Background: an optimization exercise with open tools, aiming at small area, a short achievable clock period and few clock cycles. Do not read the settings as production practice.
RTL that was checked went through simulation tests only; none was proved equivalent to the original.
Function not checked in runs 1 and 2: the RTL went through the layout flow alone.
Power figures rest on the tool's default switching activity, not on a simulated workload.

<file path="flow/design.v">
package systolic_pkg;
    localparam int GRID_SIZE = 4;
    localparam int DATA_WIDTH = 8;
    localparam int ACC_WIDTH  = 20;
    localparam int NUM_DIGITS = DATA_WIDTH / 2;
    localparam int DVEC_WIDTH = 3 * NUM_DIGITS;
    localparam int HALF = GRID_SIZE / 2;
endpackage
`timescale 1ns/1ps
import systolic_pkg::*;
module operand_prep (
    input  logic                            clk,
    input  logic                            rst,
    input  logic                            in_req,
    input  logic                            in_first,
    input  logic                            in_last,
    input  logic [GRID_SIZE*DATA_WIDTH-1:0] a_col,
    input  logic [GRID_SIZE*DATA_WIDTH-1:0] b_row,
    output logic                            in_ack,
    output logic                            start,
    output logic                            acc_en,
    output logic                            acc_clear,
    output logic                            acc_fin,
    output logic [HALF*DVEC_WIDTH-1:0]      a_op,
    output logic [GRID_SIZE*DATA_WIDTH-1:0] b_op
);
    function automatic logic [2:0] booth_digit(input logic [2:0] g);
        booth_digit[0] = g[1] ^ g[0];
        booth_digit[1] = (g[2] & ~g[1] & ~g[0]) | (~g[2] & g[1] & g[0]);
        booth_digit[2] = g[2];
    endfunction
    function automatic logic [DVEC_WIDTH-1:0] booth_recode(input logic [DATA_WIDTH-1:0] v);
        logic [DATA_WIDTH:0] ext;
        ext = {v, 1'b0};
        for (int k = 0; k < NUM_DIGITS; k++) begin
            booth_recode[3*k +: 3] = booth_digit(ext[2*k +: 3]);
        end
    endfunction
    logic                       accept;
    logic                       ph_a;
    logic                       ph_b;
    logic                       ph_c;
    logic                       run_first;
    logic                       run_last;
    logic                       last_d;
    logic [HALF*DVEC_WIDTH-1:0] a_hi_dig;
    logic [HALF*DVEC_WIDTH-1:0] a_lo_dig;
    logic [HALF*DVEC_WIDTH-1:0] a_lo_q;
    assign accept = in_req & ~in_ack;
    assign start  = accept & in_first;
    always_ff @(posedge clk or negedge rst) begin
        if (!rst) begin
            in_ack <= 1'b0;
            ph_a   <= 1'b0;
            ph_b   <= 1'b0;
            ph_c   <= 1'b0;
            acc_en <= 1'b0;
        end else begin
            in_ack <= in_req;
            ph_a   <= accept;
            ph_b   <= ph_a;
            ph_c   <= ph_b;
            acc_en <= ph_a | ph_b;
        end
    end
    always_comb begin
        for (int r = 0; r < HALF; r++) begin
            a_hi_dig[r*DVEC_WIDTH +: DVEC_WIDTH] = booth_recode(a_col[(r+HALF)*DATA_WIDTH +: DATA_WIDTH]);
            a_lo_dig[r*DVEC_WIDTH +: DVEC_WIDTH] = booth_recode(a_col[r*DATA_WIDTH +: DATA_WIDTH]);
        end
    end
    always_ff @(posedge clk) begin
        a_lo_q <= a_lo_dig;
        a_op   <= accept ? a_hi_dig : a_lo_q;
    end
    always_ff @(posedge clk) begin
        if (accept) begin
            run_first <= in_first;
            run_last  <= in_last;
            b_op      <= b_row;
        end
        if (ph_a) begin
            last_d  <= run_last;
        end
    end
    assign acc_clear = run_first;
    assign acc_fin   = ph_c & last_d;
endmodule
`timescale 1ns/1ps
import systolic_pkg::*;
module booth_pe (
    input  logic                    clk,
    input  logic                    en,
    input  logic                    clear,
    input  logic [3*NUM_DIGITS-1:0] d,
    input  logic [DATA_WIDTH-1:0]   b,
    output logic [ACC_WIDTH-1:0]    x,
    output logic [ACC_WIDTH-1:0]    y
);
    logic pp0_0;
    logic pp0_1;
    logic pp0_2;
    logic pp0_3;
    logic pp0_4;
    logic pp0_5;
    logic pp0_6;
    logic pp0_7;
    logic pp0_8;
    logic pp0_8n;
    logic pp1_0;
    logic pp1_1;
    logic pp1_2;
    logic pp1_3;
    logic pp1_4;
    logic pp1_5;
    logic pp1_6;
    logic pp1_7;
    logic pp1_8;
    logic pp1_8n;
    logic pp2_0;
    logic pp2_1;
    logic pp2_2;
    logic pp2_3;
    logic pp2_4;
    logic pp2_5;
    logic pp2_6;
    logic pp2_7;
    logic pp2_8;
    logic pp2_8n;
    logic pp3_0;
    logic pp3_1;
    logic pp3_2;
    logic pp3_3;
    logic pp3_4;
    logic pp3_5;
    logic pp3_6;
    logic pp3_7;
    logic pp3_8;
    logic pp3_8n;
    logic s1_1;
    logic s1_2;
    logic s1_3;
    logic s1_4;
    logic s1_5;
    logic s1_6;
    logic s1_7;
    logic s1_8;
    logic s1_9;
    logic s1_10;
    logic s1_11;
    logic s1_12;
    logic s1_13;
    logic s1_14;
    logic s1_15;
    logic s1_16;
    logic s1_17;
    logic s1_18;
    logic s1_19;
    logic s1_20;
    logic s1_21;
    logic s1_22;
    logic s1_23;
    logic s1_24;
    logic s1_25;
    logic s1_26;
    logic s1_27;
    logic s1_28;
    logic s1_29;
    logic s1_30;
    logic s1_31;
    logic s1_32;
    logic s1_33;
    logic s1_34;
    logic s1_35;
    logic s1_36;
    logic s1_37;
    logic s1_38;
    logic s1_39;
    logic s1_40;
    logic s1_41;
    logic s1_42;
    logic s1_43;
    logic s1_44;
    logic s1_45;
    logic s1_46;
    logic s1_47;
    logic s1_48;
    logic s1_49;
    logic s1_50;
    logic s1_51;
    logic s1_52;
    logic s1_53;
    logic s1_54;
    logic s1_55;
    logic s1_56;
    logic s1_57;
    logic s1_58;
    logic s1_59;
    logic s1_60;
    logic s1_61;
    logic s1_62;
    logic s1_63;
    logic s1_64;
    logic s1_65;
    logic s1_66;
    logic s1_67;
    logic s1_68;
    logic s1_69;
    logic s1_70;
    logic s1_71;
    logic s1_72;
    logic s1_73;
    logic s1_74;
    logic s1_75;
    logic s1_76;
    logic s1_77;
    logic s1_78;
    logic s1_79;
    logic s1_80;
    logic s1_81;
    logic s1_82;
    logic s1_83;
    logic s1_84;
    logic s1_85;
    logic s1_86;
    logic s1_87;
    logic s1_88;
    logic s1_89;
    logic s1_90;
    logic s1_91;
    logic s1_92;
    logic s1_93;
    logic s1_94;
    logic s1_95;
    logic s1_96;
    logic s1_97;
    logic s1_98;
    logic r0_q0;
    logic r0_q1;
    logic r0_q2;
    logic r0_q3;
    logic r0_q4;
    logic cin_q;
    logic r0_q5;
    logic r1_q5;
    logic r0_q6;
    logic r1_q6;
    logic r0_q7;
    logic r1_q7;
    logic r0_q8;
    logic r1_q8;
    logic r0_q9;
    logic r1_q9;
    logic r0_q10;
    logic r1_q10;
    logic r0_q11;
    logic r1_q11;
    logic r0_q12;
    logic r1_q12;
    logic r0_q13;
    logic r1_q13;
    logic r0_q14;
    logic r1_q14;
    logic r0_q15;
    logic r1_q15;
    logic r0_q16;
    logic r1_q16;
    logic r0_q17;
    logic r1_q17;
    logic r0_q18;
    logic r1_q18;
    logic r0_q19;
    logic r1_q19;
    logic [ACC_WIDTH-1:0] y_nxt;
    logic [ACC_WIDTH-1:0] base;
    logic [ACC_WIDTH-1:0] row0;
    logic [ACC_WIDTH-1:0] row1;
    assign y_nxt = en ? x : y;
    assign base  = clear ? '0 : y_nxt;
    assign pp0_0 = (d[0] & b[0]) ^ d[2];
    assign pp0_1 = ((d[0] & b[1]) | (d[1] & b[0])) ^ d[2];
    assign pp0_2 = ((d[0] & b[2]) | (d[1] & b[1])) ^ d[2];
    assign pp0_3 = ((d[0] & b[3]) | (d[1] & b[2])) ^ d[2];
    assign pp0_4 = ((d[0] & b[4]) | (d[1] & b[3])) ^ d[2];
    assign pp0_5 = ((d[0] & b[5]) | (d[1] & b[4])) ^ d[2];
    assign pp0_6 = ((d[0] & b[6]) | (d[1] & b[5])) ^ d[2];
    assign pp0_7 = ((d[0] & b[7]) | (d[1] & b[6])) ^ d[2];
    assign pp0_8 = ((d[0] & b[7]) | (d[1] & b[7])) ^ d[2];
    assign pp0_8n = ~pp0_8;
    assign pp1_0 = (d[3] & b[0]) ^ d[5];
    assign pp1_1 = ((d[3] & b[1]) | (d[4] & b[0])) ^ d[5];
    assign pp1_2 = ((d[3] & b[2]) | (d[4] & b[1])) ^ d[5];
    assign pp1_3 = ((d[3] & b[3]) | (d[4] & b[2])) ^ d[5];
    assign pp1_4 = ((d[3] & b[4]) | (d[4] & b[3])) ^ d[5];
    assign pp1_5 = ((d[3] & b[5]) | (d[4] & b[4])) ^ d[5];
    assign pp1_6 = ((d[3] & b[6]) | (d[4] & b[5])) ^ d[5];
    assign pp1_7 = ((d[3] & b[7]) | (d[4] & b[6])) ^ d[5];
    assign pp1_8 = ((d[3] & b[7]) | (d[4] & b[7])) ^ d[5];
    assign pp1_8n = ~pp1_8;
    assign pp2_0 = (d[6] & b[0]) ^ d[8];
    assign pp2_1 = ((d[6] & b[1]) | (d[7] & b[0])) ^ d[8];
    assign pp2_2 = ((d[6] & b[2]) | (d[7] & b[1])) ^ d[8];
    assign pp2_3 = ((d[6] & b[3]) | (d[7] & b[2])) ^ d[8];
    assign pp2_4 = ((d[6] & b[4]) | (d[7] & b[3])) ^ d[8];
    assign pp2_5 = ((d[6] & b[5]) | (d[7] & b[4])) ^ d[8];
    assign pp2_6 = ((d[6] & b[6]) | (d[7] & b[5])) ^ d[8];
    assign pp2_7 = ((d[6] & b[7]) | (d[7] & b[6])) ^ d[8];
    assign pp2_8 = ((d[6] & b[7]) | (d[7] & b[7])) ^ d[8];
    assign pp2_8n = ~pp2_8;
    assign pp3_0 = (d[9] & b[0]) ^ d[11];
    assign pp3_1 = ((d[9] & b[1]) | (d[10] & b[0])) ^ d[11];
    assign pp3_2 = ((d[9] & b[2]) | (d[10] & b[1])) ^ d[11];
    assign pp3_3 = ((d[9] & b[3]) | (d[10] & b[2])) ^ d[11];
    assign pp3_4 = ((d[9] & b[4]) | (d[10] & b[3])) ^ d[11];
    assign pp3_5 = ((d[9] & b[5]) | (d[10] & b[4])) ^ d[11];
    assign pp3_6 = ((d[9] & b[6]) | (d[10] & b[5])) ^ d[11];
    assign pp3_7 = ((d[9] & b[7]) | (d[10] & b[6])) ^ d[11];
    assign pp3_8 = ((d[9] & b[7]) | (d[10] & b[7])) ^ d[11];
    assign pp3_8n = ~pp3_8;
    assign s1_1 = pp0_4 ^ pp1_2;
    assign s1_2 = pp0_4 & pp1_2;
    assign s1_3 = pp0_5 ^ pp1_3;
    assign s1_4 = pp0_5 & pp1_3;
    assign s1_5 = pp0_6 ^ pp1_4 ^ pp2_2;
    assign s1_6 = (pp0_6 & pp1_4) | (pp0_6 & pp2_2) | (pp1_4 & pp2_2);
    assign s1_7 = pp3_0 ^ d[11];
    assign s1_8 = pp3_0 & d[11];
    assign s1_9 = pp0_7 ^ pp1_5 ^ pp2_3;
    assign s1_10 = (pp0_7 & pp1_5) | (pp0_7 & pp2_3) | (pp1_5 & pp2_3);
    assign s1_11 = pp3_1 ^ base[7];
    assign s1_12 = pp3_1 & base[7];
    assign s1_13 = pp0_8n ^ pp1_6 ^ pp2_4;
    assign s1_14 = (pp0_8n & pp1_6) | (pp0_8n & pp2_4) | (pp1_6 & pp2_4);
    assign s1_15 = pp3_2 ^ base[8] ^ 1'b1;
    assign s1_16 = (pp3_2 & base[8]) | (pp3_2 & 1'b1) | (base[8] & 1'b1);
    assign s1_17 = pp1_7 ^ pp2_5 ^ pp3_3;
    assign s1_18 = (pp1_7 & pp2_5) | (pp1_7 & pp3_3) | (pp2_5 & pp3_3);
    assign s1_19 = base[9] ^ 1'b1;
    assign s1_20 = base[9] & 1'b1;
    assign s1_21 = pp1_8n ^ pp2_6 ^ pp3_4;
    assign s1_22 = (pp1_8n & pp2_6) | (pp1_8n & pp3_4) | (pp2_6 & pp3_4);
    assign s1_23 = pp2_7 ^ pp3_5;
    assign s1_24 = pp2_7 & pp3_5;
    assign s1_25 = pp0_2 ^ pp1_0;
    assign s1_26 = pp0_2 & pp1_0;
    assign s1_27 = pp0_3 ^ pp1_1;
    assign s1_28 = pp0_3 & pp1_1;
    assign s1_29 = s1_1 ^ pp2_0 ^ d[8];
    assign s1_30 = (s1_1 & pp2_0) | (s1_1 & d[8]) | (pp2_0 & d[8]);
    assign s1_31 = s1_2 ^ s1_3 ^ pp2_1;
    assign s1_32 = (s1_2 & s1_3) | (s1_2 & pp2_1) | (s1_3 & pp2_1);
    assign s1_33 = s1_4 ^ s1_5 ^ s1_7;
    assign s1_34 = (s1_4 & s1_5) | (s1_4 & s1_7) | (s1_5 & s1_7);
    assign s1_35 = s1_6 ^ s1_8 ^ s1_9;
    assign s1_36 = (s1_6 & s1_8) | (s1_6 & s1_9) | (s1_8 & s1_9);
    assign s1_37 = s1_10 ^ s1_12 ^ s1_13;
    assign s1_38 = (s1_10 & s1_12) | (s1_10 & s1_13) | (s1_12 & s1_13);
    assign s1_39 = s1_14 ^ s1_16 ^ s1_17;
    assign s1_40 = (s1_14 & s1_16) | (s1_14 & s1_17) | (s1_16 & s1_17);
    assign s1_41 = s1_18 ^ s1_20 ^ s1_21;
    assign s1_42 = (s1_18 & s1_20) | (s1_18 & s1_21) | (s1_20 & s1_21);
    assign s1_43 = s1_22 ^ s1_23 ^ base[11];
    assign s1_44 = (s1_22 & s1_23) | (s1_22 & base[11]) | (s1_23 & base[11]);
    assign s1_45 = s1_24 ^ pp2_8n ^ pp3_6;
    assign s1_46 = (s1_24 & pp2_8n) | (s1_24 & pp3_6) | (pp2_8n & pp3_6);
    assign s1_47 = pp3_7 ^ base[13];
    assign s1_48 = pp3_7 & base[13];
    assign s1_49 = pp0_0 ^ d[2];
    assign s1_50 = pp0_0 & d[2];
    assign s1_51 = pp0_1 ^ base[1];
    assign s1_52 = pp0_1 & base[1];
    assign s1_53 = s1_25 ^ d[5] ^ base[2];
    assign s1_54 = (s1_25 & d[5]) | (s1_25 & base[2]) | (d[5] & base[2]);
    assign s1_55 = s1_26 ^ s1_27 ^ base[3];
    assign s1_56 = (s1_26 & s1_27) | (s1_26 & base[3]) | (s1_27 & base[3]);
    assign s1_57 = s1_28 ^ s1_29 ^ base[4];
    assign s1_58 = (s1_28 & s1_29) | (s1_28 & base[4]) | (s1_29 & base[4]);
    assign s1_59 = s1_30 ^ s1_31 ^ base[5];
    assign s1_60 = (s1_30 & s1_31) | (s1_30 & base[5]) | (s1_31 & base[5]);
    assign s1_61 = s1_32 ^ s1_33 ^ base[6];
    assign s1_62 = (s1_32 & s1_33) | (s1_32 & base[6]) | (s1_33 & base[6]);
    assign s1_63 = s1_34 ^ s1_35 ^ s1_11;
    assign s1_64 = (s1_34 & s1_35) | (s1_34 & s1_11) | (s1_35 & s1_11);
    assign s1_65 = s1_36 ^ s1_37 ^ s1_15;
    assign s1_66 = (s1_36 & s1_37) | (s1_36 & s1_15) | (s1_37 & s1_15);
    assign s1_67 = s1_38 ^ s1_39 ^ s1_19;
    assign s1_68 = (s1_38 & s1_39) | (s1_38 & s1_19) | (s1_39 & s1_19);
    assign s1_69 = s1_40 ^ s1_41 ^ base[10];
    assign s1_70 = (s1_40 & s1_41) | (s1_40 & base[10]) | (s1_41 & base[10]);
    assign s1_71 = s1_42 ^ s1_43 ^ 1'b1;
    assign s1_72 = (s1_42 & s1_43) | (s1_42 & 1'b1) | (s1_43 & 1'b1);
    assign s1_73 = s1_44 ^ s1_45 ^ base[12];
    assign s1_74 = (s1_44 & s1_45) | (s1_44 & base[12]) | (s1_45 & base[12]);
    assign s1_75 = s1_46 ^ s1_47 ^ 1'b1;
    assign s1_76 = (s1_46 & s1_47) | (s1_46 & 1'b1) | (s1_47 & 1'b1);
    assign s1_77 = s1_48 ^ pp3_8n ^ base[14];
    assign s1_78 = (s1_48 & pp3_8n) | (s1_48 & base[14]) | (pp3_8n & base[14]);
    assign s1_79 = base[15] ^ 1'b1;
    assign s1_80 = base[15] & 1'b1;
    assign s1_81 = base[16] ^ 1'b1;
    assign s1_82 = base[16] & 1'b1;
    assign s1_83 = base[17] ^ 1'b1;
    assign s1_84 = base[17] & 1'b1;
    assign s1_85 = base[18] ^ 1'b1;
    assign s1_86 = base[18] & 1'b1;
    assign s1_87 = base[19] ^ 1'b1;
    assign s1_88 = base[19] & 1'b1;
    assign s1_89 = s1_49 ^ base[0];
    assign s1_90 = s1_49 & base[0];
    assign s1_91 = s1_50 ^ s1_51 ^ s1_90;
    assign s1_92 = (s1_50 & s1_51) | (s1_50 & s1_90) | (s1_51 & s1_90);
    assign s1_93 = s1_52 ^ s1_53 ^ s1_92;
    assign s1_94 = (s1_52 & s1_53) | (s1_52 & s1_92) | (s1_53 & s1_92);
    assign s1_95 = s1_54 ^ s1_55 ^ s1_94;
    assign s1_96 = (s1_54 & s1_55) | (s1_54 & s1_94) | (s1_55 & s1_94);
    assign s1_97 = s1_56 ^ s1_57 ^ s1_96;
    assign s1_98 = (s1_56 & s1_57) | (s1_56 & s1_96) | (s1_57 & s1_96);
    always_ff @(posedge clk) begin
        r0_q0 <= s1_89;
        r0_q1 <= s1_91;
        r0_q2 <= s1_93;
        r0_q3 <= s1_95;
        r0_q4 <= s1_97;
        cin_q <= s1_98;
        r0_q5 <= s1_58;
        r1_q5 <= s1_59;
        r0_q6 <= s1_60;
        r1_q6 <= s1_61;
        r0_q7 <= s1_62;
        r1_q7 <= s1_63;
        r0_q8 <= s1_64;
        r1_q8 <= s1_65;
        r0_q9 <= s1_66;
        r1_q9 <= s1_67;
        r0_q10 <= s1_68;
        r1_q10 <= s1_69;
        r0_q11 <= s1_70;
        r1_q11 <= s1_71;
        r0_q12 <= s1_72;
        r1_q12 <= s1_73;
        r0_q13 <= s1_74;
        r1_q13 <= s1_75;
        r0_q14 <= s1_76;
        r1_q14 <= s1_77;
        r0_q15 <= s1_78;
        r1_q15 <= s1_79;
        r0_q16 <= s1_80;
        r1_q16 <= s1_81;
        r0_q17 <= s1_82;
        r1_q17 <= s1_83;
        r0_q18 <= s1_84;
        r1_q18 <= s1_85;
        r0_q19 <= s1_86;
        r1_q19 <= s1_87;
    end
    assign row0[0] = r0_q0;
    assign row0[1] = r0_q1;
    assign row0[2] = r0_q2;
    assign row0[3] = r0_q3;
    assign row0[4] = r0_q4;
    assign row0[5] = r0_q5;
    assign row0[6] = r0_q6;
    assign row0[7] = r0_q7;
    assign row0[8] = r0_q8;
    assign row0[9] = r0_q9;
    assign row0[10] = r0_q10;
    assign row0[11] = r0_q11;
    assign row0[12] = r0_q12;
    assign row0[13] = r0_q13;
    assign row0[14] = r0_q14;
    assign row0[15] = r0_q15;
    assign row0[16] = r0_q16;
    assign row0[17] = r0_q17;
    assign row0[18] = r0_q18;
    assign row0[19] = r0_q19;
    assign row1[0] = 1'b0;
    assign row1[1] = 1'b0;
    assign row1[2] = 1'b0;
    assign row1[3] = 1'b0;
    assign row1[4] = 1'b0;
    assign row1[5] = r1_q5;
    assign row1[6] = r1_q6;
    assign row1[7] = r1_q7;
    assign row1[8] = r1_q8;
    assign row1[9] = r1_q9;
    assign row1[10] = r1_q10;
    assign row1[11] = r1_q11;
    assign row1[12] = r1_q12;
    assign row1[13] = r1_q13;
    assign row1[14] = r1_q14;
    assign row1[15] = r1_q15;
    assign row1[16] = r1_q16;
    assign row1[17] = r1_q17;
    assign row1[18] = r1_q18;
    assign row1[19] = r1_q19;
    logic [15:0] hi_sum;
    assign hi_sum = {row0[19:5], 1'b1} + {row1[19:5], cin_q};
    always_ff @(posedge clk) begin
        if (en) begin
            x <= {hi_sum[15:1], row0[4:0]};
        end
    end
    always_ff @(posedge clk) begin
        y <= y_nxt;
    end
endmodule
`timescale 1ns/1ps
import systolic_pkg::*;
module pe_grid (
    input  logic                                     clk,
    input  logic                                     en,
    input  logic                                     clear,
    input  logic [HALF*DVEC_WIDTH-1:0]               a_op,
    input  logic [GRID_SIZE*DATA_WIDTH-1:0]          b_op,
    output logic [GRID_SIZE*GRID_SIZE*ACC_WIDTH-1:0] acc
);
    for (genvar r = 0; r < HALF; r++) begin : g_row
        for (genvar j = 0; j < GRID_SIZE; j++) begin : g_col
            booth_pe i_pe (
                .clk   (clk),
                .en    (en),
                .clear (clear),
                .d     (a_op[r*DVEC_WIDTH +: DVEC_WIDTH]),
                .b     (b_op[j*DATA_WIDTH +: DATA_WIDTH]),
                .x     (acc[(r*GRID_SIZE+j)*ACC_WIDTH +: ACC_WIDTH]),
                .y     (acc[((r+HALF)*GRID_SIZE+j)*ACC_WIDTH +: ACC_WIDTH])
            );
        end
    end
endmodule
`timescale 1ns/1ps
import systolic_pkg::*;
module result_collector (
    input  logic clk,
    input  logic rst,
    input  logic start,
    input  logic fin,
    output logic done
);
    always_ff @(posedge clk or negedge rst) begin
        if (!rst) begin
            done <= 1'b0;
        end else if (start) begin
            done <= 1'b0;
        end else if (fin) begin
            done <= 1'b1;
        end
    end
endmodule
`timescale 1ns/1ps
import systolic_pkg::*;
module systolic_mac_top (
    input  logic                                     clk,
    input  logic                                     rst,
    input  logic                                     in_req,
    input  logic                                     in_first,
    input  logic                                     in_last,
    input  logic [GRID_SIZE*DATA_WIDTH-1:0]          a_col,
    input  logic [GRID_SIZE*DATA_WIDTH-1:0]          b_row,
    output logic                                     in_ack,
    output logic [GRID_SIZE*GRID_SIZE*ACC_WIDTH-1:0] c_mat,
    output logic                                     done
);
    logic                            start;
    logic                            acc_en;
    logic                            acc_clear;
    logic                            acc_fin;
    logic [HALF*DVEC_WIDTH-1:0]      a_op;
    logic [GRID_SIZE*DATA_WIDTH-1:0] b_op;
    operand_prep i_operand_prep (
        .clk       (clk),
        .rst       (rst),
        .in_req    (in_req),
        .in_first  (in_first),
        .in_last   (in_last),
        .a_col     (a_col),
        .b_row     (b_row),
        .in_ack    (in_ack),
        .start     (start),
        .acc_en    (acc_en),
        .acc_clear (acc_clear),
        .acc_fin   (acc_fin),
        .a_op      (a_op),
        .b_op      (b_op)
    );
    pe_grid i_pe_grid (
        .clk   (clk),
        .en    (acc_en),
        .clear (acc_clear),
        .a_op  (a_op),
        .b_op  (b_op),
        .acc   (c_mat)
    );
    result_collector i_result_collector (
        .clk      (clk),
        .rst      (rst),
        .start    (start),
        .fin      (acc_fin),
        .done     (done)
    );
endmodule
</file>
<file path="flow/run.sh">
#!/bin/bash
# synth_recipe.tcl (not shown) runs the flow's synth.tcl, then flattens the netlist and writes it again
# the make line also repeats each setting of config.mk as NAME=value (left out here)
make -C /OpenROAD-flow-scripts/flow DESIGN_CONFIG=/design/flow/config.mk WORK_HOME=/design/flow/orfs CLKGATE_MAP_FILE= SYNTH_SCRIPT=/design/flow/synth_recipe.tcl finish
</file>
<file path="flow/config.mk">
export PLATFORM = sky130hd
export DESIGN_NAME = systolic_mac_top
export DESIGN_NICKNAME = systolic_mac_top
export VERILOG_FILES = /design/flow/design.v
export SDC_FILE = /design/flow/constraint.sdc
export NUM_CORES = 4
export LEC_CHECK = 0
export CAP_MARGIN = 20
export CORE_MARGIN = 2
export CORE_UTILIZATION = 40
export SETUP_SLACK_MARGIN = 3.0
export SLEW_MARGIN = 20
export TNS_END_PERCENT = 100
</file>
<file path="flow/constraint.sdc">
create_clock -name core_clock -period 5.5 [get_ports {clk}]
set_input_delay 1.1000 -clock core_clock [delete_from_list [all_inputs] [get_ports {clk}]]
set_output_delay 1.1000 -clock core_clock [all_outputs]
set_load 0.01 [all_outputs]
</file>
==> results of run 1 <==
## logic make-up (layout without fill, tap and decap cells)
family	Yosys count	after routing
compound gates	568	568
xor+xnor	396	396
fa+ha+maj	446	446
buf+inv	594	1261
flops	697	697
mux	171	171
other cells	0	2
simple gates	474	474
## final timing paths
check                                                    endpoint
max reg2reg                i_pe_grid.g_row[1].g_col[3].i_pe.r0_q4
min reg2reg                                   i_operand_prep.ph_c
min                                           i_operand_prep.ph_c
max in group asynchronous                   i_operand_prep.acc_en
max                        i_pe_grid.g_row[1].g_col[3].i_pe.r0_q4
min in group asynchronous                   i_operand_prep.in_ack
## worst max-delay path, stage by stage (launching register included)
cell	delay, ns
dfrtp_4	0.47
buf_12	0.16
mux2_2	0.35
nor2b_1	0.13
ha_1	0.30
fa_1	0.42
fa_1	0.36
inv_1	0.08
fa_1	0.16
inv_1	0.05
fa_1	0.43
## sequential cells by signal, indices dropped and copies added (netlist names), 24 cells and up
| register | flops |
|---|---|
| i_pe_grid.g_row.g_col.i_pe.y | 160 |
| i_operand_prep.a_lo_q | 24 |
| i_operand_prep.b_op | 32 |
| i_operand_prep.a_op | 24 |
| i_pe_grid.g_row.g_col.i_pe.x | 160 |
## power by group through the flow
stage               logic, W  registers [W]  clock network, W
finish                0.0138        0.00912           0.00567
global route          0.0156        0.00937           0.00600
CTS                   0.0137        0.00916           0.00580
detailed placement    0.0137        0.00942                 0
global placement      0.0135        0.00942                 0
floorplan            0.00846        0.00947                 0
## layout by cell type (no fill, tap or decap), types with 15 or more instances in the layout
cell / instances
inv_2: 55
fa_1: 149
a21oi_1: 88
dlygate4sd2_1: 291
a22oi_1: 133
ha_1: 197
edfxtp_1: 195
mux2_4: 18
nor2b_1: 95
buf_6: 71
fa_2: 83
o21ai_0: 92
buf_4: 169
xor2_2: 20
a21o_1: 22
inv_1: 348
or2_2: 36
clkdlybuf4s15_1: 20
clkbuf_16: 92
mux2_2: 118
a22oi_2: 92
o21a_1: 24
nor2_1: 61
buf_8: 15
mux2i_1: 35
nand2b_1: 73
clkbuf_1: 18
xnor2_1: 217
a31oi_1: 15
clkdlybuf4s50_1: 68
dfxtp_1: 475
xor2_1: 159
nand2_1: 123
buf_12: 42
## cell type report
| cell class | instances | area [um^2] | area share, % |
|---|---|---|---|
| clock inverter | 34 | 450 | 0.914 |
| sequential | 697 | 16000 | 32.5 |
| tap | 1243 | 1560 | 3.16 |
| antenna | 2 | 5.00 | 0.0102 |
| timing repair buffer | 709 | 7270 | 14.7 |
| inverter | 404 | 1520 | 3.08 |
| multi-input combinational | 2055 | 20100 | 40.8 |
| clock buffer | 114 | 2360 | 4.78 |
## per-stage QoR
stage / util, % / worst slack [ns] / hold slack (ns)
6_report: 53.6 / 2.44 / 0.381
5_1_grt: 53.6 / 2.34 / 0.396
4_1_cts: 52.2 / 2.46 / 0.376
3_5_place_dp: 46.2 / 1.98 / 0.363
3_3_place_gp: 46.2 / 1.90 / 0.349
2_1_floorplan: - / 1.23 / 0.347
## per-layer routing
| metal | track usage [%] | vias up |
|---|---|---|
| li1 | - | 12400 |
| met5 | 0 | - |
| met4 | 6.50 | 0 |
| met2 | 35.7 | 808 |
| met3 | 3.58 | 163 |
| met1 | 29.8 | 12900 |
## repair_timing
| item | 4_1_cts | 5_1_grt |
|---|---|---|
| resized for setup | 606 | 166 |
| buffers inserted | 197 | 73 |
| pin swaps | 94 | 109 |
| hold buffers | 0 | 0 |
| cloned | 8 | 6 |
| endpoints found under the setup margin | 536 | 166 |
==> results.json, run 1 <==
{
  "status": "finished clean",
  "ys_types": 69,
  "yosysMostFrequentCell": "dfxtp_1",
  "dp_cells": 4824,
  "instances_no_fill": 5258,
  "netSwitchingFraction_pct": 37.3,
  "vias_per_cell": 4.98,
  "leakage_nw": 21.1,
  "yosys_warnings": 3,
  "endpoint_kind": "register",
  "crit_fanout": 9,
  "clock-sinks": 697,
  "finalSetupTns_ns": 0,
  "synthXorXnorAreaFrac_pct": 9.31,
  "clkLatencyLatePin_ns": 0.63,
  "gr-total-overflow": 0,
  "grt_pass1_wl_mm": 159,
  "io_buffer_count": 390,
  "synth_nets": 3861,
  "ant_nets": 0,
  "synthMuxAreaShare_pct": 5.05,
  "fill_cells": 8122,
  "die-height_um": 309,
  "p_total_w": 0.0286,
  "drt-pass1-iter-count": 5,
  "areaGrowthSynthToFinish_pct": 32.3,
  "syn_inst": 3346,
  "synth_edf_count": 195,
  "route.vias.total": 26200,
  "coreArea_um2": 91900,
  "period_share_pct": 55.6,
  "hold-path-cell-count": 0,
  "avgRoutedWirePerCell_um": 20.5,
  "hpwl_mm": 71.0,
  "yosysTopAreaCellShare_pct": 26.7,
  "setup_viol": 0,
  "hold_path_class": "register to register",
  "power_switching_w": 0.0107,
  "nNetsFinal": 4462,
  "syn_area_per_cell_um2": 11.1,
  "htree_levels": 3,
  "grt_util_all_layers_pct": 21.9,
  "wl_met1_mm": 47.8,
  "met2_wirelength_mm": 50.4,
  "ir_worst_vdd_mv": 0.311,
  "fin_skew_ns": 0.0189,
  "ys_top_cells_by_count": "dfxtp_1 (496), inv_1 (404), fa_1 (232), a22oi_1 (225), xnor2_1 (217)",
  "finalCriticalPeriod_ns": 3.06,
  "stdcell_area_um2": 49300,
  "met3_length_mm": 6.65,
  "rows": 111,
  "clockRootBuffer": "clkbuf_16",
  "slew_headroom_pct": 33.6,
  "grt_max_degree": 67,
  "combPwrFrac_pct": 48.3,
  "initial_core_util_pct": 40.5,
  "pwr-share-seq_pct": 31.9,
  "synth-adder-area-share_pct": 19.7,
  "fmax_mhz": 327,
  "hold_viol": 0,
  "drcViolationCount": 0,
  "tightestPinTransition_ns": 0.986,
  "critPathKind": "register to register",
  "crit_path_start": "i_operand_prep.acc_en",
  "ios": 391,
  "ys_ff_latch": 697,
  "internal_power_w": 0.0179,
  "grt_setup_unrepaired": "yes",
  "r2r_start": "i_operand_prep.acc_en",
  "synth_top_area_cell": "dfxtp_1",
  "synth_top_family_by_area": "adder cells",
  "ys.flop_type": "dfxtp_1",
  "required_ns": 6.00,
  "wl_mm": 108,
  "pwr-share-clk_pct": 19.8,
  "reg2reg_depth": 10,
  "synth_area_leaders": "dfxtp_1 (27%), edfxtp_1 (16%), fa_1 (12%)",
  "top_layer_used": "met4",
  "cap_violations": 0,
  "min_from": "i_operand_prep.ph_b",
  "clk_path_buf_depth": 3,
  "async_reset_ff_share_pct": 0.861,
  "grt_pass1_vias": 26300,
  "power.density_nw_per_um2": 580,
  "cts_tree": "done",
  "arrival_ns": 3.56,
  "seq_area_frac_synth_pct": 42.8,
  "synth_compound_area_share_pct": 10.4,
  "place_area_um2": 42500,
  "cts_made_buffers": 80,
  "antenna_found_initial": 3,
  "gp_congestion": 0.858,
  "cp-start-kind": "register",
  "drive_gt1_share_pct": 23.5,
  "clk_pin_slew_ns": 0.06,
  "slew_viol_final": 0,
  "die_area_um2": 95600,
  "syn_area_um2": 37200,
  "die_w_um": 309,
  "r2r_slack_ns": 2.44,
  "yosys.area_share.simple_pct": 6.76,
  "drtIter0Drc": 1780
}
==> inputs of run 2 (changes only) <==
--- a/flow/config.mk
+++ b/flow/config.mk
@@ -9,5 +9,5 @@
 export CORE_MARGIN = 2
 export CORE_UTILIZATION = 40
-export SETUP_SLACK_MARGIN = 3.0
+export SETUP_SLACK_MARGIN = 2.5
 export SLEW_MARGIN = 20
 export TNS_END_PERCENT = 100
==> run 2 against run 1 <==
Worst setup slack worse by 0.055 ns. Critical path depth up 2. Clock power down 4.1%. Largest power group unchanged. Power down 0.30%. Hold slack worse by 0.016 ns. Sequential power up 0.8%. Synthesized cell count unchanged.
==> results.json, run 2 <==
{
  "min_from": "i_operand_prep.ph_b",
  "fin_skew_ns": 0.0311,
  "finalSetupTns_ns": 0,
  "hold_path_class": "register to register",
  "hold_viol": 0,
  "ys_types": 69,
  "slew_headroom_pct": 44.3,
  "fmax_mhz": 321,
  "avgRoutedWirePerCell_um": 19.5,
  "clk_pin_slew_ns": 0.06,
  "synth_nets": 3861,
  "ys_top_cells_by_count": "dfxtp_1 (496), inv_1 (404), fa_1 (232), a22oi_1 (225), xnor2_1 (217)",
  "vias_per_cell": 4.94,
  "nNetsFinal": 4294,
  "final_util_pct": 51.2,
  "ios": 391,
  "holdWs_ns": 0.365,
  "coreArea_um2": 91900,
  "seq_area_frac_synth_pct": 42.8,
  "period_share_pct": 56.6,
  "drcViolationCount": 0,
  "arrival_ns": 3.62,
  "endpoint_kind": "register",
  "initial_core_util_pct": 40.5,
  "gr-total-overflow": 0,
  "fill_cells": 8297,
  "grt_pass1_wl_mm": 151,
  "status": "finished clean",
  "cts_made_buffers": 79,
  "ant_nets": 0,
  "die_w_um": 309,
  "areaGrowthSynthToFinish_pct": 26.4,
  "synth_edf_count": 195,
  "r2r_start": "i_operand_prep.acc_en",
  "grt_util_all_layers_pct": 20.7,
  "grt_setup_unrepaired": "yes",
  "drive_gt1_share_pct": 15.1,
  "yosysTopAreaCellShare_pct": 26.7,
  "final_common_cell": "dfxtp_1",
  "slew_viol_final": 0,
  "rows": 111,
  "cts_tree": "done",
  "synth_top_area_cell": "dfxtp_1",
  "finalCriticalPeriod_ns": 3.11,
  "tightestPinTransition_ns": 0.827,
  "clkLatencyLatePin_ns": 0.65,
  "synth_area_leaders": "dfxtp_1 (27%), edfxtp_1 (16%), fa_1 (12%)",
  "yosys_warnings": 3,
  "preCtsSetupSlack_ns": 1.99,
  "async_reset_ff_share_pct": 0.861,
  "required_ns": 6.01,
  "critPathKind": "register to register",
  "grt_max_degree": 49,
  "drt-pass1-iter-count": 7,
  "power.density_nw_per_um2": 606,
  "reg_top3": "i_pe_grid.g_row.g_col.i_pe.x (160), i_pe_grid.g_row.g_col.i_pe.y (160), i_operand_prep.b_op (32)",
  "drtIter0Drc": 1692,
  "wl_mm": 98.9,
  "yosysMostFrequentCell": "dfxtp_1",
  "die_area_um2": 95600,
  "hpwl_mm": 70.1,
  "clk_path_buf_depth": 3,
  "clock-sinks": 697,
  "htree_levels": 3,
  "syn_inst": 3346,
  "io_buffer_count": 390,
  "setup_viol": 0,
  "gp_congestion": 0.851,
  "final_cell_mix": "dfxtp_1 (480), clkdlybuf4s50_1 (390), inv_1 (387)",
  "cp-start-kind": "register",
  "ys_ff_latch": 697,
  "ys.flop_type": "dfxtp_1",
  "antenna_cells": 0,
  "ir_worst_vdd_mv": 0.264,
  "route.vias.total": 25100,
  "cap_violations": 0,
  "clockRootBuffer": "clkbuf_16",
  "syn_area_per_cell_um2": 11.1,
  "crit_fanout": 6,
  "setup_ws_ns": 2.39,
  "die-height_um": 309,
  "grt_pass1_vias": 26100,
  "syn_area_um2": 37200,
  "crit_path_start": "i_operand_prep.acc_en",
  "leakage_nw": 19.7,
  "antenna_found_initial": 0
}
## run 2: cell count changes in the layout (fill, tap and decap cells not counted), moves of 38 or more
cell             before  now
fa_2                 83   42
inv_2                55   17
inv_1               348  387
fa_1                149  190
dlygate4sd2_1       291    0
a22oi_1             133  225
clkdlybuf4s50_1      68  390
buf_4               169   99
buf_6                71    5
a22oi_2              92    0
## run 2: metrics by stage
stage | cell area (um^2) | total power [W] | instances
floorplan | 37600 | 0.0179 | 3346
CTS | 46800 | 0.0289 | 5080
finish | 47100 | 0.0285 | 5087
detailed placement | 42600 | 0.0231 | 4835
global placement | 42600 | 0.0228 | 4835
global route | 47100 | 0.0309 | 5087
## run 2: layout make-up
| type | count | area, um^2 | area share, % |
|---|---|---|---|
| clock buffer | 113 | 2310 | 4.90 |
| inverter | 404 | 1520 | 3.22 |
| tap | 1243 | 1560 | 3.30 |
| clock inverter | 33 | 387 | 0.821 |
| sequential | 697 | 16000 | 34.0 |
| timing repair buffer | 542 | 5720 | 12.2 |
| multi-input combinational | 2055 | 19600 | 41.6 |
## run 2: final timing paths
path | endpoint | slack, ns | cells past startpoint
worst max register to register | i_pe_grid.g_row[1].g_col[1].i_pe.r0_q4 | 2.39 | 12
worst max-delay path | i_pe_grid.g_row[1].g_col[1].i_pe.r0_q4 | 2.39 | 12
worst min register to register | i_operand_prep.ph_c | 0.37 | 0
min in group asynchronous | i_operand_prep.acc_en | 0.74 | 1
max in group asynchronous | i_operand_prep.acc_en | 4.46 | 1
worst min-delay path | i_operand_prep.ph_c | 0.37 | 0
## run 2: power by group
part / leakage [nW] / total, W / switching [W] / internal [W]
combinational: 12.2 / 0.0139 / 0.00705 / 0.00683
clock: 1.33 / 0.00544 / 0.00215 / 0.00330
sequential: 6.13 / 0.00919 / 0.00111 / 0.00808
total: 19.7 / 0.0285 / 0.0103 / 0.0182
## run 2: critical path, cell delays in order (launching register included)
cell,delay (ns)
dfrtp_4,0.48
buf_12,0.16
buf_12,0.13
buf_16,0.14
mux2_4,0.30
nor2b_4,0.13
ha_4,0.16
fa_2,0.35
fa_2,0.37
inv_2,0.06
fa_2,0.18
inv_2,0.04
fa_1,0.44
## run 2: kinds of logic (layout without fill, tap and decap cells)
family                     Yosys count  count (layout)  synth area share [%]
xor gates and xnor gates           396             396                  9.31
DFF                                697             697                  42.8
AOI/OAI and AO/OA                  568             568                  10.4
and+or+nand+nor                    474             474                  6.76
muxes                              171             171                  5.05
buffers and inverters              594            1092                  6.00
adders and majority gates          446             446                  19.7
## run 2: what timing repair did
item,in CTS,in global routing
endpoints found under the setup margin,117,51
hold buffers,0,0
setup buffers,95,6
gates cloned,4,1
resized for setup,92,33
pin swaps,23,4
## run 2: routing by layer
layer  GRT usage [%]  vias to the layer above  wire [um]
met2            32.9                      696      45300
met5               0                        -          0
li1                -                    12000          -
met1            27.7                    12200      44400
met3            4.45                      160       5840
met4            7.29                        0       3440
==> inputs of run 3 (changes only) <==
--- a/flow/design.v
+++ b/flow/design.v
@@ -21,4 +21,5 @@
     output logic                            acc_en,
     output logic                            acc_clear,
+    output logic                            acc_clear_d,
     output logic                            acc_fin,
     output logic [HALF*DVEC_WIDTH-1:0]      a_op,
@@ -83,4 +84,5 @@
             last_d  <= run_last;
         end
+        acc_clear_d <= run_first;
     end
     assign acc_clear = run_first;
@@ -93,4 +95,5 @@
     input  logic                    en,
     input  logic                    clear,
+    input  logic                    clear_d,
     input  logic [3*NUM_DIGITS-1:0] d,
     input  logic [DATA_WIDTH-1:0]   b,
@@ -216,30 +219,13 @@
     logic s1_77;
     logic s1_78;
-    logic s1_79;
-    logic s1_80;
-    logic s1_81;
-    logic s1_82;
-    logic s1_83;
-    logic s1_84;
-    logic s1_85;
-    logic s1_86;
-    logic s1_87;
-    logic s1_88;
-    logic s1_89;
-    logic s1_90;
-    logic s1_91;
-    logic s1_92;
-    logic s1_93;
-    logic s1_94;
-    logic s1_95;
-    logic s1_96;
-    logic s1_97;
-    logic s1_98;
     logic r0_q0;
     logic r0_q1;
+    logic r1_q1;
     logic r0_q2;
+    logic r1_q2;
     logic r0_q3;
+    logic r1_q3;
     logic r0_q4;
-    logic cin_q;
+    logic r1_q4;
     logic r0_q5;
     logic r1_q5;
@@ -262,14 +248,6 @@
     logic r0_q14;
     logic r1_q14;
-    logic r0_q15;
-    logic r1_q15;
-    logic r0_q16;
-    logic r1_q16;
-    logic r0_q17;
-    logic r1_q17;
-    logic r0_q18;
-    logic r1_q18;
-    logic r0_q19;
-    logic r1_q19;
+    logic c_q;
+    logic [ACC_WIDTH-1:0] yb;
     logic [ACC_WIDTH-1:0] y_nxt;
     logic [ACC_WIDTH-1:0] base;
@@ -278,4 +256,5 @@
     assign y_nxt = en ? x : y;
     assign base  = clear ? '0 : y_nxt;
+    assign yb    = clear_d ? '0 : y;
     assign pp0_0 = (d[0] & b[0]) ^ d[2];
     assign pp0_1 = ((d[0] & b[1]) | (d[1] & b[0])) ^ d[2];
@@ -396,31 +375,14 @@
     assign s1_77 = s1_48 ^ pp3_8n ^ base[14];
     assign s1_78 = (s1_48 & pp3_8n) | (s1_48 & base[14]) | (pp3_8n & base[14]);
-    assign s1_79 = base[15] ^ 1'b1;
-    assign s1_80 = base[15] & 1'b1;
-    assign s1_81 = base[16] ^ 1'b1;
-    assign s1_82 = base[16] & 1'b1;
-    assign s1_83 = base[17] ^ 1'b1;
-    assign s1_84 = base[17] & 1'b1;
-    assign s1_85 = base[18] ^ 1'b1;
-    assign s1_86 = base[18] & 1'b1;
-    assign s1_87 = base[19] ^ 1'b1;
-    assign s1_88 = base[19] & 1'b1;
-    assign s1_89 = s1_49 ^ base[0];
-    assign s1_90 = s1_49 & base[0];
-    assign s1_91 = s1_50 ^ s1_51 ^ s1_90;
-    assign s1_92 = (s1_50 & s1_51) | (s1_50 & s1_90) | (s1_51 & s1_90);
-    assign s1_93 = s1_52 ^ s1_53 ^ s1_92;
-    assign s1_94 = (s1_52 & s1_53) | (s1_52 & s1_92) | (s1_53 & s1_92);
-    assign s1_95 = s1_54 ^ s1_55 ^ s1_94;
-    assign s1_96 = (s1_54 & s1_55) | (s1_54 & s1_94) | (s1_55 & s1_94);
-    assign s1_97 = s1_56 ^ s1_57 ^ s1_96;
-    assign s1_98 = (s1_56 & s1_57) | (s1_56 & s1_96) | (s1_57 & s1_96);
     always_ff @(posedge clk) begin
-        r0_q0 <= s1_89;
-        r0_q1 <= s1_91;
-        r0_q2 <= s1_93;
-        r0_q3 <= s1_95;
-        r0_q4 <= s1_97;
-        cin_q <= s1_98;
+        r0_q0 <= s1_49;
+        r0_q1 <= s1_50;
+        r1_q1 <= s1_51;
+        r0_q2 <= s1_52;
+        r1_q2 <= s1_53;
+        r0_q3 <= s1_54;
+        r1_q3 <= s1_55;
+        r0_q4 <= s1_56;
+        r1_q4 <= s1_57;
         r0_q5 <= s1_58;
         r1_q5 <= s1_59;
@@ -443,14 +405,5 @@
         r0_q14 <= s1_76;
         r1_q14 <= s1_77;
-        r0_q15 <= s1_78;
-        r1_q15 <= s1_79;
-        r0_q16 <= s1_80;
-        r1_q16 <= s1_81;
-        r0_q17 <= s1_82;
-        r1_q17 <= s1_83;
-        r0_q18 <= s1_84;
-        r1_q18 <= s1_85;
-        r0_q19 <= s1_86;
-        r1_q19 <= s1_87;
+        c_q <= s1_78;
     end
     assign row0[0] = r0_q0;
@@ -469,14 +422,14 @@
     assign row0[13] = r0_q13;
     assign row0[14] = r0_q14;
-    assign row0[15] = r0_q15;
-    assign row0[16] = r0_q16;
-    assign row0[17] = r0_q17;
-    assign row0[18] = r0_q18;
-    assign row0[19] = r0_q19;
-    assign row1[0] = 1'b0;
-    assign row1[1] = 1'b0;
-    assign row1[2] = 1'b0;
-    assign row1[3] = 1'b0;
-    assign row1[4] = 1'b0;
+    assign row0[15] = yb[15];
+    assign row0[16] = yb[16];
+    assign row0[17] = yb[17];
+    assign row0[18] = yb[18];
+    assign row0[19] = yb[19];
+    assign row1[0] = yb[0];
+    assign row1[1] = r1_q1;
+    assign row1[2] = r1_q2;
+    assign row1[3] = r1_q3;
+    assign row1[4] = r1_q4;
     assign row1[5] = r1_q5;
     assign row1[6] = r1_q6;
@@ -489,14 +442,12 @@
     assign row1[13] = r1_q13;
     assign row1[14] = r1_q14;
-    assign row1[15] = r1_q15;
-    assign row1[16] = r1_q16;
-    assign row1[17] = r1_q17;
-    assign row1[18] = r1_q18;
-    assign row1[19] = r1_q19;
-    logic [15:0] hi_sum;
-    assign hi_sum = {row0[19:5], 1'b1} + {row1[19:5], cin_q};
+    assign row1[15] = ~c_q;
+    assign row1[16] = ~c_q;
+    assign row1[17] = ~c_q;
+    assign row1[18] = ~c_q;
+    assign row1[19] = ~c_q;
     always_ff @(posedge clk) begin
         if (en) begin
-            x <= {hi_sum[15:1], row0[4:0]};
+            x <= row0 + row1;
         end
     end
@@ -511,4 +462,5 @@
     input  logic                                     en,
     input  logic                                     clear,
+    input  logic                                     clear_d,
     input  logic [HALF*DVEC_WIDTH-1:0]               a_op,
     input  logic [GRID_SIZE*DATA_WIDTH-1:0]          b_op,
@@ -520,5 +472,6 @@
                 .clk   (clk),
                 .en    (en),
-                .clear (clear),
+                .clear   (clear),
+                .clear_d (clear_d),
                 .d     (a_op[r*DVEC_WIDTH +: DVEC_WIDTH]),
                 .b     (b_op[j*DATA_WIDTH +: DATA_WIDTH]),
@@ -565,4 +518,5 @@
     logic                            acc_en;
     logic                            acc_clear;
+    logic                            acc_clear_d;
     logic                            acc_fin;
     logic [HALF*DVEC_WIDTH-1:0]      a_op;
@@ -579,5 +533,6 @@
         .start     (start),
         .acc_en    (acc_en),
-        .acc_clear (acc_clear),
+        .acc_clear   (acc_clear),
+        .acc_clear_d (acc_clear_d),
         .acc_fin   (acc_fin),
         .a_op      (a_op),
@@ -587,5 +542,6 @@
         .clk   (clk),
         .en    (acc_en),
-        .clear (acc_clear),
+        .clear   (acc_clear),
+        .clear_d (acc_clear_d),
         .a_op  (a_op),
         .b_op  (b_op),
==> flow/flow/run.sh (new file) <==
#!/bin/bash
# The standard layout (the standard.sh, standard synthesis included), with one change:
# the buffers that placement puts on every input and output port are sky130_fd_sc_hd__buf_2
# instead of the delay cell ORFS picks by default (clkdlybuf4s50_1, twice the area of buf_2).
set -euo pipefail
bash standard.sh 'BUFFER_PORTS_ARGS=-buffer_cell sky130_fd_sc_hd__buf_2' finish > standard_flow.log 2>&1
==> flow/standard.sh (new file) <==
#!/bin/bash
# synth_recipe.tcl (not shown) runs the flow's synth.tcl, then flattens the netlist and writes it again
# the make line also repeats each setting of config.mk as NAME=value (left out here)
make -C /OpenROAD-flow-scripts/flow DESIGN_CONFIG=/design/flow/config.mk WORK_HOME=/design/flow/orfs CLKGATE_MAP_FILE= SYNTH_SCRIPT=/design/flow/synth_recipe.tcl "${@:-finish}"
--- a/flow/config.mk
+++ b/flow/config.mk
@@ -8,5 +8,5 @@
 export CAP_MARGIN = 20
 export CORE_MARGIN = 2
-export CORE_UTILIZATION = 40
+export CORE_UTILIZATION = 55
 export SETUP_SLACK_MARGIN = 2.5
 export SLEW_MARGIN = 20
removed: flow/run.sh
==> run 3 against run 2 <==
Still clean. Final cell count fell by 11%. Synthesized cell count fell by 4.1%. Global-route usage is 6.3 points higher. First-iteration DRC count rose by 22%. Highest routed layer is now met5.
==> results.json, run 3 <==
{
  "status": "finished clean",
  "seq_area_um2": 15500,
  "vias_per_cell": 5.67,
  "grt_pass1_wl_mm": 144,
  "drtIter0Drc": 2057,
  "cp-start-kind": "register",
  "async_reset_ff_share_pct": 0.923,
  "crit_fanout": 11,
  "grt_setup_unrepaired": "yes",
  "synth_top_area_cell": "dfxtp_1",
  "stdcell_area_um2": 42800,
  "cts_made_buffers": 74,
  "grt_busiest_layer": "met2",
  "clockRootBuffer": "clkbuf_16",
  "syn_area_um2": 36300,
  "die_w_um": 261,
  "ios": 391,
  "synth_nets": 3725,
  "power.density_nw_per_um2": 631,
  "multiInputGateArea_um2": 19900,
  "required_ns": 5.86,
  "antenna_found_initial": 13,
  "slew_headroom_pct": 28.2,
  "arrival_ns": 3.33,
  "reg_top3": "i_pe_grid.g_row.g_col.i_pe.x (160), i_pe_grid.g_row.g_col.i_pe.y (152), i_operand_prep.b_op (32)",
  "grt_pass1_vias": 26200,
  "holdWs_ns": 0.299,
  "drive_gt1_share_pct": 23.3,
  "ys_ff_latch": 650,
  "clock-sinks": 650,
  "setup_viol": 0,
  "ys_types": 63,
  "instances_no_fill": 4530,
  "final_cell_mix": "buf_2 (390), dfxtp_1 (385), xnor2_1 (301)",
  "hold_path_class": "input pin to async pin",
  "cap_violations": 0,
  "hpwl_mm": 67.8,
  "tightestPinTransition_ns": 1.08,
  "cts_tree": "done",
  "avgRoutedWirePerCell_um": 20.7,
  "gp_congestion": 0.868,
  "grt_util_all_layers_pct": 27.0,
  "grt_use_met2_pct": 47.9,
  "yosys_warnings": 3,
  "gr-usage-met3_pct": 4.35,
  "leakage_nw": 17.9,
  "htree_levels": 3,
  "critPathKind": "register to register",
  "endpoint_kind": "register",
  "ys_top_cells_by_count": "dfxtp_1 (401), xnor2_1 (301), ha_1 (246), edfxtp_1 (243), a22oi_1 (224)",
  "areaGrowthSynthToFinish_pct": 17.8,
  "final_common_cell": "buf_2",
  "place_area_um2": 39400,
  "fill_cells": 5188,
  "ir_worst_vdd_mv": 0.404,
  "synth_area_leaders": "dfxtp_1 (22%), edfxtp_1 (20%), fa_1 (11%)",
  "grt_max_degree": 114,
  "finalSetupTns_ns": 0,
  "yosysMostFrequentCell": "dfxtp_1",
  "drcViolationCount": 0,
  "largest_reg_flops": 160,
  "seq_area_frac_synth_pct": 42.6,
  "clkLatencyLatePin_ns": 0.62,
  "coreArea_um2": 65600,
  "syn_inst": 3210,
  "hold_viol": 0,
  "gr-total-overflow": 0,
  "route.vias.total": 25700,
  "yosysTopAreaCellShare_pct": 22.1,
  "grt_util_met1_pct": 33.2,
  "synth_edf_count": 243,
  "nNetsFinal": 4116,
  "fmax_mhz": 337,
  "io_buffer_count": 390,
  "fin_skew_ns": 0.0199,
  "drt-pass1-iter-count": 5,
  "p_total_w": 0.0270,
  "clk_path_buf_depth": 3,
  "die_area_um2": 68200,
  "ant_nets": 0,
  "period_share_pct": 54.0,
  "die-height_um": 261,
  "top_register": "i_pe_grid.g_row.g_col.i_pe.x",
  "dp_cells": 4321,
  "finalCriticalPeriod_ns": 2.97,
  "wl_mm": 93.8,
  "rows": 94,
  "clk_pin_slew_ns": 0.06,
  "syn_area_per_cell_um2": 11.3,
  "initial_core_util_pct": 55.4,
  "ys.flop_type": "dfxtp_1",
  "slew_viol_final": 0
}
run 3: cell count changes after synthesis, moves of 32 or more:
cell,previous run,this run
inv_1,404,178
dfxtp_1,496,401
xnor2_1,217,301
nor2b_1,101,167
xor2_1,179,125
edfxtp_1,195,243
o21ai_0,92,129
a21oi_1,88,121
fa_1,232,200
ha_1,214,246
run 3: worst max-delay path, stage by stage (launching register included):
cell and delay, ns:
dfxtp_4 0.36, buf_4 0.17, buf_8 0.18, nor2b_1 0.07, ha_1 0.24, fa_2 0.43
a211oi_2 0.23, o21a_1 0.19, o31a_1 0.24, nor4_1 0.10, a2111oi_1 0.40, xnor2_1 0.11
run 3: final cells by class:
cell class / count / area share [%]
flip-flops and latches: 650 / 36.3
clock inverters: 37 / 0.769
repair buffers: 497 / 7.14
inverters: 178 / 1.56
diodes: 5 / 0.0292
clock buffers: 99 / 5.12
well taps: 864 / 2.52
multi-input cells: 2200 / 46.6
run 3: kinds of logic after synthesis:
group	after synthesis	synth area share [%]
AOI/OAI and AO/OA	670	12.3
and+or+nand+nor	532	7.81
DFF	650	42.6
buffers and inverters	360	3.72
muxes	126	3.89
xor gates and xnor gates	426	10.3
adders and majority gates	446	19.5
run 3: final timing paths:
kind	start	endpoint	slack, ns	cells after the start
hold / removal	rst	i_operand_prep.in_ack	0.30	1
setup reg to reg	i_operand_prep.acc_clear_d	i_pe_grid.g_row[0].g_col[3].i_pe.x[18]	2.53	11
setup / recovery	i_operand_prep.acc_clear_d	i_pe_grid.g_row[0].g_col[3].i_pe.x[18]	2.53	11
min in group core_clock	i_operand_prep.ph_b	i_operand_prep.ph_c	0.37	0
hold reg to reg	i_operand_prep.ph_b	i_operand_prep.ph_c	0.37	0
max in group asynchronous	rst	i_operand_prep.acc_en	5.03	1
run 3: layer usage:
metal | vias to the layer above | wire length (um)
met1 | 12700 | 38100
met2 | 754 | 47700
met4 | 10 | 2890
li1 | 12000 | -
met5 | - | 67
met3 | 170 | 5040
run 3: what timing repair did:
item | 4_1_cts | 5_1_grt
buffers inserted | 27 | 41
setup endpoints to repair | 128 | 52
resized for setup | 28 | 39
hold buffers | 0 | 0
pin swaps | 8 | 16
run 3: report_power, final:
| group | total (W) | internal, W | switching [W] | leakage, nW |
|---|---|---|---|---|
| Sequential | 0.00873 | 0.00769 | 0.00104 | 5.79 |
| Combinational | 0.0132 | 0.00590 | 0.00733 | 10.9 |
| Clock | 0.00506 | 0.00304 | 0.00202 | 1.25 |
| Total | 0.0270 | 0.0166 | 0.0104 | 17.9 |
run 3: stage by stage:
step	utilization (%)	setup WS [ns]
floorplan	-	1.43
global placement	59.9	1.94
detailed placement	60.0	1.89
CTS	64.3	2.44
global route	65.2	2.41
finish	65.2	2.53
Testbench counts of run 3, summed over its fixed seeds: cycles 3,614.
==> inputs of run 4 (changes only) <==
--- a/flow/config.mk
+++ b/flow/config.mk
@@ -8,5 +8,7 @@
 export CAP_MARGIN = 20
 export CORE_MARGIN = 2
-export CORE_UTILIZATION = 55
+export CORE_UTILIZATION = 40
+export CTS_CLUSTER_DIAMETER = 100
+export CTS_CLUSTER_SIZE = 20
 export SETUP_SLACK_MARGIN = 2.5
 export SLEW_MARGIN = 20
==> run 4 against run 3 <==
Via count decreased by 2.6%. Hold slack improved by 0.011 ns. Fmax increased by 3.1%. Critical path type unchanged. Critical endpoint is now i_pe_grid.g_row[1].g_col[0].i_pe.r1_q10.
==> results.json, run 4 <==
{
  "status": "finished clean",
  "yosysMostFrequentCell": "dfxtp_1",
  "initial_core_util_pct": 40.4,
  "hold_viol": 0,
  "top_register": "i_pe_grid.g_row.g_col.i_pe.x",
  "final_cell_mix": "buf_2 (390), dfxtp_1 (380), xnor2_1 (301)",
  "period_share_pct": 52.4,
  "grt_setup_unrepaired": "no",
  "drtIter0Drc": 1572,
  "syn_area_per_cell_um2": 11.3,
  "hpwl_mm": 69.3,
  "drcViolationCount": 0,
  "finalSetupTns_ns": 0,
  "fmax_mhz": 347,
  "cts_tree": "done",
  "setup_viol": 0,
  "dp_cells": 4636,
  "avgRoutedWirePerCell_um": 20.0,
  "slew_headroom_pct": 42.1,
  "met3_length_mm": 5.29,
  "finalCriticalPeriod_ns": 2.88,
  "clk_pin_slew_ns": 0.08,
  "ys_types": 63,
  "drive_gt1_share_pct": 22.1,
  "power.density_nw_per_um2": 589,
  "ys_top_cells_by_count": "dfxtp_1 (401), xnor2_1 (301), ha_1 (246), edfxtp_1 (243), a22oi_1 (224)",
  "p_total_w": 0.0249,
  "wl_met1_mm": 41.5,
  "largest_reg_flops": 160,
  "yosys_warnings": 3,
  "htree_levels": 2,
  "route.vias.total": 25000,
  "instances_no_fill": 4801,
  "syn_inst": 3210,
  "cts_made_buffers": 41,
  "path_buf_inv": 3,
  "final_common_cell": "buf_2",
  "crit_family": "adder cells",
  "arrival_ns": 3.40,
  "leakage_nw": 17.5,
  "synth_edf_count": 243,
  "grt_util_all_layers_pct": 20.1,
  "clockRootBuffer": "clkbuf_16",
  "crit_fanout": 22,
  "critPathKind": "register to register",
  "rows": 110,
  "seq_area_frac_synth_pct": 42.6,
  "slew_viol_final": 0,
  "fin_skew_ns": 0.0308,
  "pwr-share-clk_pct": 13.1,
  "crit_slowest_cell": "fa_1",
  "pwr-share-seq_pct": 35.1,
  "clkLatencyLatePin_ns": 0.60,
  "endpoint_kind": "register",
  "synth_area_leaders": "dfxtp_1 (22%), edfxtp_1 (20%), fa_1 (11%)",
  "grt_pass1_vias": 25000,
  "wl_mm": 95.9,
  "required_ns": 6.02,
  "die-height_um": 305,
  "internal_power_w": 0.0150,
  "clk_path_buf_depth": 3,
  "combPwrFrac_pct": 51.9,
  "async_reset_ff_share_pct": 0.923,
  "vias_per_cell": 5.21,
  "critical_path.cell_chain": "buf_4 > o21ai_0 > xor2_1 > fa_1 > inv_1 > fa_1 > inv_1 > fa_2",
  "hold_path_class": "input pin to async pin",
  "cp-start-kind": "register",
  "met2_wirelength_mm": 47.4,
  "cp_slowest_stage_delay_ns": 0.56,
  "syn_area_um2": 36300,
  "ys_ff_latch": 650,
  "die_w_um": 305,
  "hold_buffers": 0,
  "grt_max_degree": 114,
  "synth_top_area_cell": "dfxtp_1",
  "coreArea_um2": 90000,
  "ir_worst_vdd_mv": 0.263,
  "ys.flop_type": "dfxtp_1",
  "netSwitchingFraction_pct": 39.7,
  "ant_nets": 0,
  "ios": 391,
  "gp_congestion": 0.844,
  "power_switching_w": 0.00989,
  "grt_pass1_wl_mm": 147,
  "synth_nets": 3725,
  "die_area_um2": 93300,
  "cap_violations": 0,
  "io_buffer_count": 390,
  "antenna_found_initial": 22,
  "areaGrowthSynthToFinish_pct": 16.2,
  "nNetsFinal": 4105,
  "reg_top3": "i_pe_grid.g_row.g_col.i_pe.x (160), i_pe_grid.g_row.g_col.i_pe.y (152), i_operand_prep.b_op (32)",
  "holdWs_ns": 0.310,
  "yosysTopAreaCellShare_pct": 22.1,
  "gr-total-overflow": 0,
  "tightestPinTransition_ns": 0.869,
  "clock-sinks": 650,
  "top_layer_used": "met5",
  "drt-pass1-iter-count": 10
}
run 4: cell counts after synthesis:
Identical to the previous run, type by type.
run 4: worst paths after layout:
kind / slack, ns / from / endpoint / cells past startpoint
worst max-delay path: 2.62 / i_operand_prep.a_op[16] / i_pe_grid.g_row[1].g_col[0].i_pe.r1_q10 / 8
worst min-delay path: 0.31 / rst / i_result_collector.done / 1
worst max register to register: 2.62 / i_operand_prep.a_op[16] / i_pe_grid.g_row[1].g_col[0].i_pe.r1_q10 / 8
worst min register to register: 0.38 / i_operand_prep.ph_b / i_operand_prep.ph_c / 0
max in group asynchronous: 5.02 / rst / i_operand_prep.acc_en / 1
min in group core_clock: 0.38 / i_operand_prep.ph_b / i_operand_prep.ph_c / 0
run 4: power by group through the flow:
stage	combinational [W]	clock [W]	sequential, W
finish	0.0129	0.00325	0.00873
global route	0.0146	0.00353	0.00896
CTS	0.0129	0.00338	0.00880
detailed placement	0.0127	0	0.00892
global placement	0.0126	0	0.00892
floorplan	0.00868	0	0.00903
run 4: cell families (layout without fill, tap and decap cells):
group	count (synthesis)	in the layout	share of synthesized area (%)
AOI/OAI and AO/OA	670	670	12.3
DFF	650	650	42.6
and+or+nand+nor	532	532	7.81
adders and majority gates	446	446	19.5
xor gates and xnor gates	426	426	10.3
buffers and inverters	360	772	3.72
muxes	126	126	3.89
other	0	3	0
run 4: through the flow:
step | worst slack, ns | instance area [um^2] | utilization [%]
floorplan | 1.43 | 36700 | -
global placement | 2.09 | 39700 | 44.2
detailed placement | 2.07 | 39800 | 44.2
CTS | 2.50 | 41700 | 46.3
global route | 2.42 | 42200 | 46.9
finish | 2.62 | 42300 | 46.9
run 4: layout make-up:
cell class                 instances  area, um^2
inverter                         178         668
multi-input combinational       2200       19900
tap                             1176        1470
antenna                            3        7.51
sequential                       650       15500
timing repair buffer             519        3390
clock buffer                      66        1190
clock inverter                     9        91.3
fill                            8411       47800
run 4: metal layers:
metal,up-vias,GRT usage (%)
li1,12000,-
met1,12200,26.2
met2,644,35.0
met3,127,3.44
met4,20,3.77
met5,-,0
run 4: repair_timing:
action | in CTS | in global routing
endpoints found under the setup margin | 137 | 53
gates resized for setup | 19 | 30
pin swaps | 0 | 13
setup buffers | 48 | 39
==> inputs of run 5 (changes only) <==
--- a/flow/config.mk
+++ b/flow/config.mk
@@ -10,5 +10,5 @@
 export CORE_UTILIZATION = 40
 export CTS_CLUSTER_DIAMETER = 100
-export CTS_CLUSTER_SIZE = 20
+export CTS_CLUSTER_SIZE = 25
 export SETUP_SLACK_MARGIN = 2.5
 export SLEW_MARGIN = 20
==> run 5 against run 4 <==
Still clean on timing, DRC and antenna. Sequential share of layout area increased by 0.13 points. Global-route usage is essentially flat. Non-clock buffer count grew 6. Clock power decreased by 8.3%. Final cell count decreased by 0.15%. Combinational power hardly changed. Power shrank 1.1%. Clock skew is 0.0014 ns lower. Register-to-register slack about the same. Hold slack better by 0.0030 ns. Routed wire length shrank 0.16%. Largest cell class unchanged. Highest routed layer unchanged.
==> results.json, run 5 <==
{
  "status": "finished clean",
  "endpoint": "i_pe_grid.g_row[1].g_col[0].i_pe.r1_q10",
  "final_common_cell": "buf_2",
  "hold_buffers": 0,
  "grt_pass1_wl_mm": 146,
  "endpoint_kind": "register",
  "antenna_found_initial": 21,
  "arrival_ns": 3.41,
  "ant_nets": 0,
  "die_area_um2": 93300,
  "route.vias.total": 25000,
  "period_share_pct": 52.6,
  "preCtsSetupSlack_ns": 2.07,
  "areaGrowthSynthToFinish_pct": 15.8,
  "r2r_start": "i_operand_prep.a_op[16]",
  "cap_violations": 0,
  "tightestPinTransition_ns": 0.965,
  "power.density_nw_per_um2": 584,
  "finalCriticalPeriod_ns": 2.89,
  "io_buffer_count": 390,
  "leakage_nw": 17.4,
  "grt_pass1_vias": 24900,
  "ys_top_cells_by_count": "dfxtp_1 (401), xnor2_1 (301), ha_1 (246), edfxtp_1 (243), a22oi_1 (224)",
  "drt-pass1-iter-count": 5,
  "cp-start-kind": "register",
  "critPathKind": "register to register",
  "dp_cells": 4636,
  "cts_tree": "done",
  "grt_util_all_layers_pct": 20.1,
  "nNetsFinal": 4105,
  "coreArea_um2": 90000,
  "top_register": "i_pe_grid.g_row.g_col.i_pe.x",
  "clock-sinks": 650,
  "largest_reg_flops": 160,
  "syn_inst": 3210,
  "syn_area_um2": 36300,
  "r2r_slack_ns": 2.61,
  "grt_setup_unrepaired": "yes",
  "wl_mm": 95.7,
  "rows": 110,
  "yosysMostFrequentCell": "dfxtp_1",
  "cts_made_buffers": 35,
  "hpwl_mm": 69.3,
  "crit_slowest_cell": "fa_1",
  "crit_fanout": 22,
  "ys_ff_latch": 650,
  "gr-total-overflow": 0,
  "setup_ws_ns": 2.61,
  "avgRoutedWirePerCell_um": 20.0,
  "gp_congestion": 0.844,
  "synth_area_leaders": "dfxtp_1 (22%), edfxtp_1 (20%), fa_1 (11%)",
  "fmax_mhz": 346,
  "async_reset_ff_share_pct": 0.923,
  "die-height_um": 305,
  "initial_core_util_pct": 40.4,
  "ys.flop_type": "dfxtp_1",
  "yosys_warnings": 3,
  "clk_pin_slew_ns": 0.10,
  "slew_viol_final": 0,
  "holdWs_ns": 0.313,
  "slew_headroom_pct": 35.7,
  "hold_path_class": "input pin to async pin",
  "reg2reg_depth": 8,
  "yosysTopAreaCellShare_pct": 22.1,
  "required_ns": 6.02,
  "drcViolationCount": 0,
  "cp_slowest_stage_delay_ns": 0.56,
  "synth_top_area_cell": "dfxtp_1",
  "fin_skew_ns": 0.0294,
  "finalSetupTns_ns": 0,
  "synth_edf_count": 243
}
run 5: cell count changes in the layout (fill, tap and decap cells not counted), moves of 3 or more:
cell       change
clkbuf_8       -3
clkbuf_16      -6
o21ai_0        +3
buf_4          +8
clkbuf_1       -6
o21ai_1        -3
run 5: area by class of cell:
type,instances,area [um^2]
fill,8450,47900
multi-input combinational,2200,19900
sequential,650,15500
timing repair buffer,525,3410
tap,1176,1470
clock buffer,50,975
inverter,178,668
clock inverter,11,133
antenna,4,10.0
run 5: how the worst min path moves through the flow:
stage | startpoint | to | slack, ns | depth (start not counted)
after floorplan | i_operand_prep.ph_b | i_operand_prep.ph_c | 0.35 | 0
after global placement | i_operand_prep.ph_b | i_operand_prep.ph_c | 0.35 | 0
after detailed placement | i_operand_prep.ph_b | i_operand_prep.ph_c | 0.36 | 0
after CTS | rst | i_operand_prep.in_ack | 0.27 | 1
after global routing | rst | i_operand_prep.in_ack | 0.29 | 1
final | rst | i_operand_prep.in_ack | 0.31 | 1
run 5: cells by family after synthesis:
group,count (synthesis),synth area share [%]
xor+xnor,426,10.3
buf+inv,360,3.72
fa+ha+maj,446,19.5
flops,650,42.6
compound gates,670,12.3
mux,126,3.89
simple gates,532,7.81
run 5: metrics by stage:
step	total power, W	area [um^2]	util (%)
floorplan	0.0177	36700	-
global placement	0.0215	39700	44.2
detailed placement	0.0217	39800	44.2
CTS	0.0249	41600	46.2
global route	0.0268	42100	46.8
finish	0.0246	42100	46.8
run 5: critical path, delay by kind of cell, from the launching register on:
kind                       cells  cell delay, ns
adders and majority gates      3            1.57
DFF                            1            0.48
buffers and inverters          3            0.44
xor gates and xnor gates       1            0.18
AOI/OAI and AO/OA              1            0.14
run 5: what timing repair did:
action / CTS / global route
setup endpoints to repair: 130 / 53
setup buffers: 55 / 38
gates resized for setup: 19 / 28
pin swaps: 0 / 9
run 5: power breakdown:
part	total [W]	switching [W]	leakage [nW]	internal, W
registers	0.00872	0.00105	5.79	0.00767
clock network	0.00298	0.00169	0.533	0.00130
logic	0.0129	0.00711	11.1	0.00579
run 5: layer usage:
metal	vias to the layer above	part of all wire, %	GRT usage [%]
li1	12000	-	-
met1	12200	43	25.9
met2	621	49	34.6
met3	124	5.8	3.73
met4	20	2.2	4.91
met5	-	0.12	0
